Background: an optimization exercise with open tools, aiming at small area, a short achievable clock period and few clock cycles. Do not read the settings as production practice.
At most, simulation tests tie the RTL to the original design; equivalence was not proved.
No activity file was given, so power comes from the tool's default toggle rates.

## tcp_timestamp_option_finder
module tcp_timestamp_option_finder
(
  input  logic        clk,
  input  logic        rst,
  input  logic        in_valid,
  output logic        in_ready,
  input  logic [7:0]  data_byte,
  input  logic        first_byte,
  input  logic        last_byte,
  input  logic [15:0] total_length,
  output logic        out_valid,
  input  logic        out_ready,
  output logic        found,
  output logic [7:0]  option_kind,
  output logic [7:0]  option_length,
  output logic [31:0] ts_value,
  output logic [31:0] ts_echo
);
  logic        fv;
  logic [7:0]  fd;
  logic        ff;
  logic        fl;
  logic        fk;
  logic        fphi;
  logic        floa;
  logic        flob;
  logic [15:0] pos9;       
  logic        pos_ovf;    
  logic [7:0]  cnt;
  logic        czero;      
  logic        st_len;     
  logic        st_cap;     
  logic        st_done;    
  logic [71:0] res;        
  logic        take;
  logic        ffaild, ffail2;
  logic [16:0] p_inc;
  logic        len_k15, len_ghi, len_phi, len_loa, len_lob;
  logic [15:0] pos9_n;
  logic        pos_ovf_n;
  logic        go;
  logic        harmless;
  logic        e_len, e_cap, e_done, e_wait, e_czero;
  logic        d_le1, d_is8, d_is0;
  logic [7:0]  c;
  logic [7:0]  fx;
  logic        at_start;
  logic        hit, miss, settle;
  logic        len_n, cap_n, done_n, czero_n;
  logic [7:0]  cnt_n;
  logic        res_shift, res_hold;
  logic        fv_n, out_valid_n, settled0, ready_take;
  assign take   = in_valid && in_ready;
  tsf_len_rows u_len_rows (
    .a   (pos9),
    .d   (data_byte),
    .l   (total_length),
    .k15 (len_k15),
    .ghi (len_ghi),
    .phi (len_phi),
    .loa (len_loa),
    .lob (len_lob)
  );
  assign ffaild = fk || (fphi && floa);
  assign ffail2 = fk || (fphi && flob);
  tsf_pos_next u_pos_next (
    .take      (take),
    .first     (first_byte),
    .pos9      (pos9),
    .pos_ovf   (pos_ovf),
    .inc       (p_inc),
    .pos9_n    (pos9_n),
    .pos_ovf_n (pos_ovf_n)
  );
  assign p_inc  = {1'b0, pos9} + 17'd1;
  assign harmless = (st_done && !ff) || (ff && !fl);
  assign go       = fv && (!out_valid || harmless);
  assign e_len   = !ff && st_len;
  assign e_cap   = !ff && st_cap;
  assign e_done  = !ff && st_done;
  ...
Size: about 110 I/O pins, ~5000 um^2 of cells after synthesis.
export LEC_CHECK = 0
export CAP_MARGIN = 20
export CORE_MARGIN = 2
export CORE_UTILIZATION = 60
export CTS_BUF_LIST = sky130_fd_sc_hd__clkbuf_8
export PLACE_DENSITY = 0.75
export SETUP_SLACK_MARGIN = 3.75
export SLEW_MARGIN = 20
create_clock -name core_clock -period 6.0 [get_ports {clk}]
standard.sh (not shown) runs the stock make flow with config.mk's settings and CLKGATE_MAP_FILE= SYNTH_SCRIPT=/design/flow/synth_recipe.tcl, a recipe that flattens the netlist after the stock synthesis.
==> flow/flow/run.sh <==
#!/bin/bash
# Layout flow: the standard ORFS flow with two changes.
# - Synthesis leaves adders to abc (no ADDER_MAP_FILE): the design's only arithmetic is a
#   bound check written as a carry tree and two counters, which abc maps faster than the
#   full-adder cells. Registers are mapped exactly as in the standard synthesis.
# - The port buffers that placement inserts are plain sky130_fd_sc_hd__buf_1 cells (ORFS
#   otherwise picks a delay buffer).
# Every ORFS step keeps its own log under orfs/logs/; make's output goes to standard.log.
set -euo pipefail
cd "$(dirname "$0")/.."
export ADDER_MAP_FILE=
export BUFFER_PORTS_ARGS="-buffer_cell sky130_fd_sc_hd__buf_1"
bash standard.sh > standard.log 2>&1
Testbench counts at the start, summed over its fixed seeds: cycles 24,217.
Edit:
CORE_UTILIZATION = 65   (was 60)
PLACE_DENSITY = 0.78   (was 0.75)
What happened: Clock power came out higher by a little under a tenth. Global-route usage increases by 1.5 points. Cell area goes up by a few percent.
Edit:
ABC_AREA = 1   (was unset)
CORE_UTILIZATION = 60   (was 65)
PLACE_DENSITY = 0.75   (was 0.78)
The new run finished with timing, DRC and antenna clean. Global-route usage goes up by 0.77 points. Die area goes up by 16%. Flip-flop and latch count stays the same. Count of clock-buffer cells in the layout does not change. Clock skew stays flat. Worst hold slack is about the same. Utilization goes down by 8.4 points. Cell area goes up by 2.5%. Setup slack improves by 0.079 ns.
Edit:
ABC_AREA = unset   (was 1)
SETUP_SLACK_MARGIN = 3.7   (was 3.75)
The changed run finished clean. Final area went down by a few percent. Area after synthesis decreases by a few percent. Via count drops by about a fifth. Maximum frequency fell by a few percent. Total power went down by a few percent.


The RTL this note starts from:
==> flow/design.v <==
`timescale 1ns / 1ps
package tsf_pkg;
  localparam logic [15:0] HEADER_BYTES  = 16'd20;
  localparam logic [7:0]  TS_KIND       = 8'd8;
  localparam int          MIN_REMAIN    = 10;
  localparam logic [3:0]  TS_LAST_INDEX = 4'd9;
  localparam logic [3:0]  TS_VALUE_END  = 4'd5;
  localparam logic [15:0] POS_MAX       = 16'hFFFF;
  localparam logic [16:0] KIND_GAP = 17'(1 + MIN_REMAIN);
  localparam logic [16:0] LEN_GAP  = 17'(MIN_REMAIN - 1);
  localparam int QUEUE_DEPTH = 4;
  localparam int QUEUE_AW    = $clog2(QUEUE_DEPTH);
  typedef enum logic [1:0] {
    PH_WAIT,
    PH_LEN,
    PH_CAPTURE
  } phase_t;
  typedef enum logic [1:0] {
    OUT_NONE,
    OUT_MISS,
    OUT_HIT
  } outcome_t;
  typedef struct packed {
    logic [7:0]  data;
    logic        first;
    logic        last;
    logic [15:0] total_length;
    logic [15:0] pos;
    logic [16:0] pos_len;
    logic        kind_fail;
  } beat_t;
  typedef struct packed {
    logic        found;
    logic [7:0]  option_kind;
    logic [7:0]  option_length;
    logic [31:0] ts_value;
    logic [31:0] ts_echo;
  } result_t;
endpackage
`timescale 1ns / 1ps
module tcp_timestamp_option_finder
(
  input  logic        clk,
  input  logic        rst,
  input  logic        in_valid,
  output logic        in_ready,
  input  logic [7:0]  data_byte,
  input  logic        first_byte,
  input  logic        last_byte,
  input  logic [15:0] total_length,
  output logic        out_valid,
  input  logic        out_ready,
  output logic        found,
  output logic [7:0]  option_kind,
  output logic [7:0]  option_length,
  output logic [31:0] ts_value,
  output logic [31:0] ts_echo
);
  function automatic logic sum_gt(input logic [15:0] a, input logic [7:0] x,
                                  input logic [15:0] l);
    logic [15:0] xs;
    logic [15:0] s;
    logic [15:0] k;
    logic [15:0] b;
    logic [15:0] g;
    logic [15:0] pr;
    xs = {8'd0, x};
    s  = a ^ xs ^ ~l;
    k  = (a & xs) | (a & ~l) | (xs & ~l);
    b  = {k[14:0], 1'b0};
    g  = s & b;
    pr = s | b;
    for (int w = 1; w < 16; w = w * 2) begin
      for (int i = 0; i < 16; i++) begin
        if (i % (2 * w) == 2 * w - 1) begin
          g[i]  = g[i] | (pr[i] & g[i - w]);
          pr[i] = pr[i] & pr[i - w];
        end
      end
    end
    sum_gt = k[15] | g[15];
  endfunction
  logic        fv;
  logic [7:0]  fd;
  logic        ff;
  logic        fl;
  logic        ffail;      
  logic [15:0] pos9;       
  logic        pos_ovf;    
  logic [7:0]  cnt;
  logic        czero;      
  logic        st_len;     
  logic        st_cap;     
  logic        st_done;    
  logic [71:0] res;        
  logic        take;
  logic        in_le1;
  logic [7:0]  in_x;
  logic        in_fail;
  logic [16:0] p_inc;
  logic        go;
  logic        harmless;
  logic        e_len, e_cap, e_done, e_wait, e_czero;
  logic        d_le1, d_is8, d_is0;
  logic [7:0]  c;
  logic [7:0]  fx;
  logic        at_start;
  logic        hit, miss, settle;
  logic        len_n, cap_n, done_n, czero_n;
  logic [7:0]  cnt_n;
  logic        res_shift, res_hold;
  logic        fv_n, out_valid_n, settled_n, harmless_n;
  assign take   = in_valid && in_ready;
  assign in_le1 = data_byte[7:1] == 7'd0;
  assign in_x   = {data_byte[7:2], data_byte[1] | in_le1, data_byte[0] && !in_le1};
  assign in_fail = first_byte ? sum_gt(16'd9, in_x, total_length)
                              : (pos_ovf || sum_gt(pos9, in_x, total_length));
  assign p_inc  = {1'b0, pos9} + 17'd1;
  assign harmless = (st_done && !ff) || (ff && !fl);
  assign go       = fv && (!out_valid || harmless);
  assign e_len   = !ff && st_len;
  assign e_cap   = !ff && st_cap;
  assign e_done  = !ff && st_done;
  assign e_wait  = ff || !(st_len || st_cap || st_done);
  assign e_czero = !ff && czero;
  assign c       = ff ? 8'd20 : cnt;
  assign d_le1   = fd[7:1] == 7'd0;
  assign d_is8   = fd == 8'd8;
  assign d_is0   = fd == 8'd0;
  assign fx      = {fd[7:2], fd[1] | d_le1, fd[0] && !d_le1};
  assign at_start = e_wait && e_czero;
  always_comb begin
    hit     = e_cap && e_czero;
    miss    = (at_start && d_le1 && ffail) || (e_len && (d_is0 || ffail));
    len_n   = at_start && !d_le1 && !d_is8;
    cap_n   = (at_start && d_is8) || (e_cap && !e_czero);
    if (e_len)                  cnt_n = fx - 8'd2;
    else if (at_start && d_is8) cnt_n = 8'd8;
    else if (at_start)          cnt_n = 8'd0;
    else                        cnt_n = c - 8'd1;
    if (e_len)                  czero_n = fd[7:2] == 6'd0 && !(fd[1] && fd[0]);   
    else if (at_start)          czero_n = !d_is8;
    else                        czero_n = !ff && cnt == 8'd1;
    if (!e_done && !hit && fl) miss = 1'b1;
  end
  assign settle = (hit || miss) && !e_done;
  assign done_n = e_done || settle;
  assign res_shift = fv && !out_valid && e_cap && (!fl || czero);
  assign res_hold  = !(fv && !out_valid);
  assign fv_n        = take || (fv && !go);
  assign out_valid_n = (go && settle) || (out_valid && !out_ready);
  assign settled_n   = go ? done_n : st_done;
  assign harmless_n  = take ? ((settled_n && !first_byte) || (first_byte && !last_byte))
                            : ((settled_n && !ff) || (ff && !fl));
  always_ff @(posedge clk) begin
    if (rst) begin
      fv        <= 1'b0;
      in_ready  <= 1'b1;
      pos9      <= 16'd9;
      pos_ovf   <= 1'b0;
      cnt       <= 8'd20;
      czero     <= 1'b0;
      st_len    <= 1'b0;
      st_cap    <= 1'b0;
      st_done   <= 1'b0;
      out_valid <= 1'b0;
    end else begin
      fv        <= fv_n;
      in_ready  <= !fv_n || !out_valid_n || harmless_n;
      out_valid <= out_valid_n;
      if (take) begin
        pos9    <= first_byte ? 16'd10 : p_inc[15:0];
        pos_ovf <= !first_byte && (pos_ovf || p_inc[16]);
      end
      if (go) begin
        cnt     <= cnt_n;
        czero   <= czero_n;
        st_len  <= len_n && !done_n;
        st_cap  <= cap_n && !done_n;
        st_done <= done_n;
      end
    end
  end
  always_ff @(posedge clk) begin
    if (take) begin
      fd    <= data_byte;
      ff    <= first_byte;
      fl    <= last_byte;
      ffail <= in_fail;
    end
    res <= ({72{res_shift}} & {res[63:0], fd}) | ({72{res_hold}} & res);
    if (go && settle) found <= hit;
  end
  assign option_kind   = {4'd0, found, 3'd0};
  assign option_length = res[71:64];
  assign ts_value      = res[63:32];
  assign ts_echo       = res[31:0];
endmodule
clock: 6.0 ns
lec_check: 0
cap_margin: 20
core_margin: 2
core_utilization: 40
cts_buf_list: sky130_fd_sc_hd__clkbuf_8
place_density: 0.6
setup_slack_margin: 3.4
slew_margin: 20
Scripts as last shown in full above: flow/flow/run.sh
The starting point completed with no timing, DRC or antenna violations.
==> next run, changes <==
==> flow/flow/run.sh (replaced) <==
#!/bin/bash
# Layout flow: the standard ORFS flow, with the port buffers that placement inserts
# made as plain sky130_fd_sc_hd__buf_1 cells (ORFS otherwise picks a delay buffer).
# Every ORFS step keeps its own log under orfs/logs/; make's output goes to standard.log.
set -euo pipefail
cd "$(dirname "$0")/.."
export BUFFER_PORTS_ARGS="-buffer_cell sky130_fd_sc_hd__buf_1"
bash standard.sh > standard.log 2>&1
SETUP_SLACK_MARGIN = not set   (was 3.4)
- via count falls by 2.5%
- sequential share of layout area falls by 0.91 points
- global-route usage falls by 1.2 points
- register-to-register slack improves by 0.12 ns
- synthesized area rises by 2.8%
- clock-buffer cell count falls by 2
- first-iteration DRC count falls by 24%
- clock skew is about the same
==> next run, changes <==
==> flow/flow/run.sh (replaced) <==
#!/bin/bash
# Layout flow: the standard ORFS flow with two changes.
# - Synthesis leaves adders to abc (no ADDER_MAP_FILE): the design's only arithmetic is a
#   bound check written as a carry tree and two counters, which abc maps faster than the
#   full-adder cells. Registers are mapped exactly as in the standard synthesis.
# - The port buffers that placement inserts are plain sky130_fd_sc_hd__buf_1 cells (ORFS
#   otherwise picks a delay buffer).
# Every ORFS step keeps its own log under orfs/logs/; make's output goes to standard.log.
set -euo pipefail
cd "$(dirname "$0")/.."
export ADDER_MAP_FILE=
export BUFFER_PORTS_ARGS="-buffer_cell sky130_fd_sc_hd__buf_1"
bash standard.sh > standard.log 2>&1
After rerunning:
- via count went up by 3.6%
- fmax went up by 16%
- hold slack gets better by 0.0049 ns
- core utilization went down by 0.93 points
- sequential power hardly moves
- combinational power went down by about 8%
==> next run, changes <==
SETUP_SLACK_MARGIN = 4.0   (was not set)
What happened:
- total power came out lower by a few percent
- flip-flop and latch count stays the same
- setup slack gets better by 0.36 ns
==> next run, changes <==
SETUP_SLACK_MARGIN = 3.6   (was 4.0)
After rerunning:
- final cell count drops by 10%
- hold slack loses 0.0083 ns
- critical path depth increases by 1
- first-iteration DRC count drops by 6.1%
- non-clock buffer count goes down by 93
==> next run, changes <==
CTS_CLUSTER_DIAMETER = 80   (was not set)
CTS_CLUSTER_SIZE = 30   (was not set)
The changed run completed with no timing, DRC or antenna violations.
Setup slack does not change.
Register-to-register slack barely changes.
Cell area is unchanged.
Sequential power hardly moves.
Count of clock-buffer cells in the layout is unchanged.
Critical path depth is unchanged.
Worst hold slack is unchanged.
Total power does not change.
Cell count is unchanged.
Wire length does not change.
Global-route usage stays the same.
Function was not checked in any run of this note: the RTL went through the layout flow alone.


RTL: one of the versions met above, not the one the previous note started from.
Size in the first run: ~120 flip-flops, ~110 I/O pins.
clock: 6.0 ns
lec_check: 0
cap_margin: 20
core_margin: 2
core_utilization: 60
cts_buf_list: sky130_fd_sc_hd__clkbuf_8
place_density: 0.75
setup_slack_margin: 3.8
slew_margin: 20
==> flow/flow/run.sh <==
#!/bin/bash
# Layout flow: the standard ORFS flow with two changes.
# - Synthesis leaves adders to abc (no ADDER_MAP_FILE): the design's only arithmetic is a
#   bound check written as a carry tree and two counters, which abc maps faster than the
#   full-adder cells. Registers are mapped exactly as in the standard synthesis.
# - The port buffers that placement inserts are plain sky130_fd_sc_hd__buf_1 cells (ORFS
#   otherwise picks a delay buffer).
# - Clock tree synthesis uses a sky130_fd_sc_hd__clkbuf_16 root buffer.
# Every ORFS step keeps its own log under orfs/logs/; make's output goes to standard.log.
set -euo pipefail
cd "$(dirname "$0")/.."
export ADDER_MAP_FILE=
export BUFFER_PORTS_ARGS="-buffer_cell sky130_fd_sc_hd__buf_1"
export CTS_ARGS="-sink_clustering_enable -repair_clock_nets -buf_list sky130_fd_sc_hd__clkbuf_8 -root_buf sky130_fd_sc_hd__clkbuf_16"
bash standard.sh > standard.log 2>&1
Testbench counts at the start, summed over its fixed seeds: cycles 24,217.
==> next run, changes <==
--- a/flow/flow/run.sh
+++ b/flow/flow/run.sh
@@ -8 +7,0 @@
-# - Clock tree synthesis uses a sky130_fd_sc_hd__clkbuf_16 root buffer.
@@ -14 +12,0 @@
-export CTS_ARGS="-sink_clustering_enable -repair_clock_nets -buf_list sky130_fd_sc_hd__clkbuf_8 -root_buf sky130_fd_sc_hd__clkbuf_16"
--- a/flow/config.mk
+++ b/flow/config.mk
@@ -7,0 +8 @@
+export ABC_AREA = 1
@@ -13 +14 @@
-export SETUP_SLACK_MARGIN = 3.8
+export SETUP_SLACK_MARGIN = 3.5
Wire length increases by 17%.
Register-to-register slack degrades by 0.10 ns.
Fmax fell by 1.7%.
Flip-flop and latch count does not change.
Cell count climbs by about 30%.
Via count rises by 19%.
Clock-buffer cell count stays the same.
Critical path depth falls by 6.
==> next run, changes <==
--- a/flow/config.mk
+++ b/flow/config.mk
@@ -8 +7,0 @@
-export ABC_AREA = 1
@@ -14 +13 @@
-export SETUP_SLACK_MARGIN = 3.5
+export SETUP_SLACK_MARGIN = 3.6
Result:
- The changed run finished clean
- cell area decreases by 5.4%
- total power decreases by 6.1%
- die area decreases by 6.5%
- worst hold slack got worse by 0.0053 ns
- worst setup slack improved by 0.0050 ns
==> next run, changes <==
--- a/flow/config.mk
+++ b/flow/config.mk
@@ -13 +13 @@
-export SETUP_SLACK_MARGIN = 3.6
+export SETUP_SLACK_MARGIN = 3.85
- The changed run finished clean
- power goes up by 5.1%
- setup slack improves by 0.068 ns
- die area does not change
- final cell count goes up by 2.9%
- final area goes up by 8.7%
- global-route usage goes up by 0.97 points
==> next run, changes <==
--- a/flow/config.mk
+++ b/flow/config.mk
@@ -10 +10 @@
-export CORE_UTILIZATION = 60
+export CORE_UTILIZATION = 50
@@ -12,2 +12,2 @@
-export PLACE_DENSITY = 0.75
-export SETUP_SLACK_MARGIN = 3.85
+export PLACE_DENSITY = 0.7
+export SETUP_SLACK_MARGIN = 3.6
=> The new run ran to the end with no violations. Wire length is lower by a few percent. Worst setup slack got worse by 0.082 ns. Synthesized cell count does not change. Utilization decreases by 17 points.
==> next run, changes <==
--- a/flow/config.mk
+++ b/flow/config.mk
@@ -10 +10 @@
-export CORE_UTILIZATION = 50
+export CORE_UTILIZATION = 60
@@ -12,2 +12,2 @@
-export PLACE_DENSITY = 0.7
-export SETUP_SLACK_MARGIN = 3.6
+export PLACE_DENSITY = 0.75
+export SETUP_SLACK_MARGIN = 3.75
@@ -14,0 +15 @@
+export TNS_END_PERCENT = 20
=> Setup slack improves by 0.085 ns; non-clock buffer count drops by 1; clock power drops by about 0.7%.

==> re-timing with driven ports <==
The flow's constraints put no driver on any port. The routed layouts listed below were extracted and timed again, unchanged, in two steps. Step 1: set_driving_cell puts a clkbuf_16 on clk and a buf_2 on each other input, an assumption about the parent block. Step 2 moves the port delays by t, midway between the first and last clock arrival at a register: inputs arrive t later, outputs are due t later. That takes back most of the time a late clock gives input paths. Slacks: ideal ports / drivers / drivers and shift; pairs: ideal ports / drivers.
run	t, ns	setup WS [ns]	worst hold slack (ns)	clock arrival spread, ns
the first run of note 1	0.442	3.799 / 3.782 / 3.368	0.478 / 0.478 / 0.478	0.009 / 0.009
the second run of note 1	0.451	3.759 / 3.767 / 3.317	0.481 / 0.481 / 0.481	0.013 / 0.012
the third run of note 1	0.458	3.838 / 3.805 / 3.409	0.481 / 0.481 / 0.481	0.018 / 0.017
the fourth run of note 1	0.453	3.748 / 3.726 / 3.302	0.479 / 0.479 / 0.479	0.013 / 0.012
the first run of note 2	0.467	3.494 / 3.509 / 3.042	0.479 / 0.479 / 0.479	0.010 / 0.010
the second run of note 2	0.459	2.781 / 2.798 / 2.339	0.476 / 0.476 / 0.476	0.011 / 0.011
the third run of note 2	0.464	3.227 / 3.242 / 2.779	0.481 / 0.481 / 0.481	0.014 / 0.013
the fourth run of note 2	0.468	3.590 / 3.590 / 3.172	0.483 / 0.483 / 0.483	0.011 / 0.010
the fifth run of note 2	0.464	3.530 / 3.543 / 3.079	0.475 / 0.475 / 0.475	0.013 / 0.012
the sixth run of note 2	0.464	3.530 / 3.543 / 3.079	0.475 / 0.475 / 0.475	0.013 / 0.012
the first run of note 3	0.391	3.757 / 3.768 / 3.377	0.478 / 0.478 / 0.478	0.013 / 0.012
the second run of note 3	0.455	3.717 / 3.682 / 3.273	0.484 / 0.484 / 0.484	0.016 / 0.016
the third run of note 3	0.453	3.722 / 3.689 / 3.307	0.479 / 0.479 / 0.479	0.014 / 0.014
the fourth run of note 3	0.442	3.790 / 3.801 / 3.359	0.469 / 0.469 / 0.469	0.012 / 0.012
the fifth run of note 3	0.454	3.708 / 3.675 / 3.306	0.487 / 0.487 / 0.487	0.014 / 0.015
the sixth run of note 3	0.456	3.793 / 3.764 / 3.375	0.483 / 0.483 / 0.483	0.012 / 0.013
After both steps setup and hold are still met in every run listed. For the first run of note 2, which loses most, drivers alone change the setup slack by +0.015 ns; drivers and shift together by -0.452 ns.
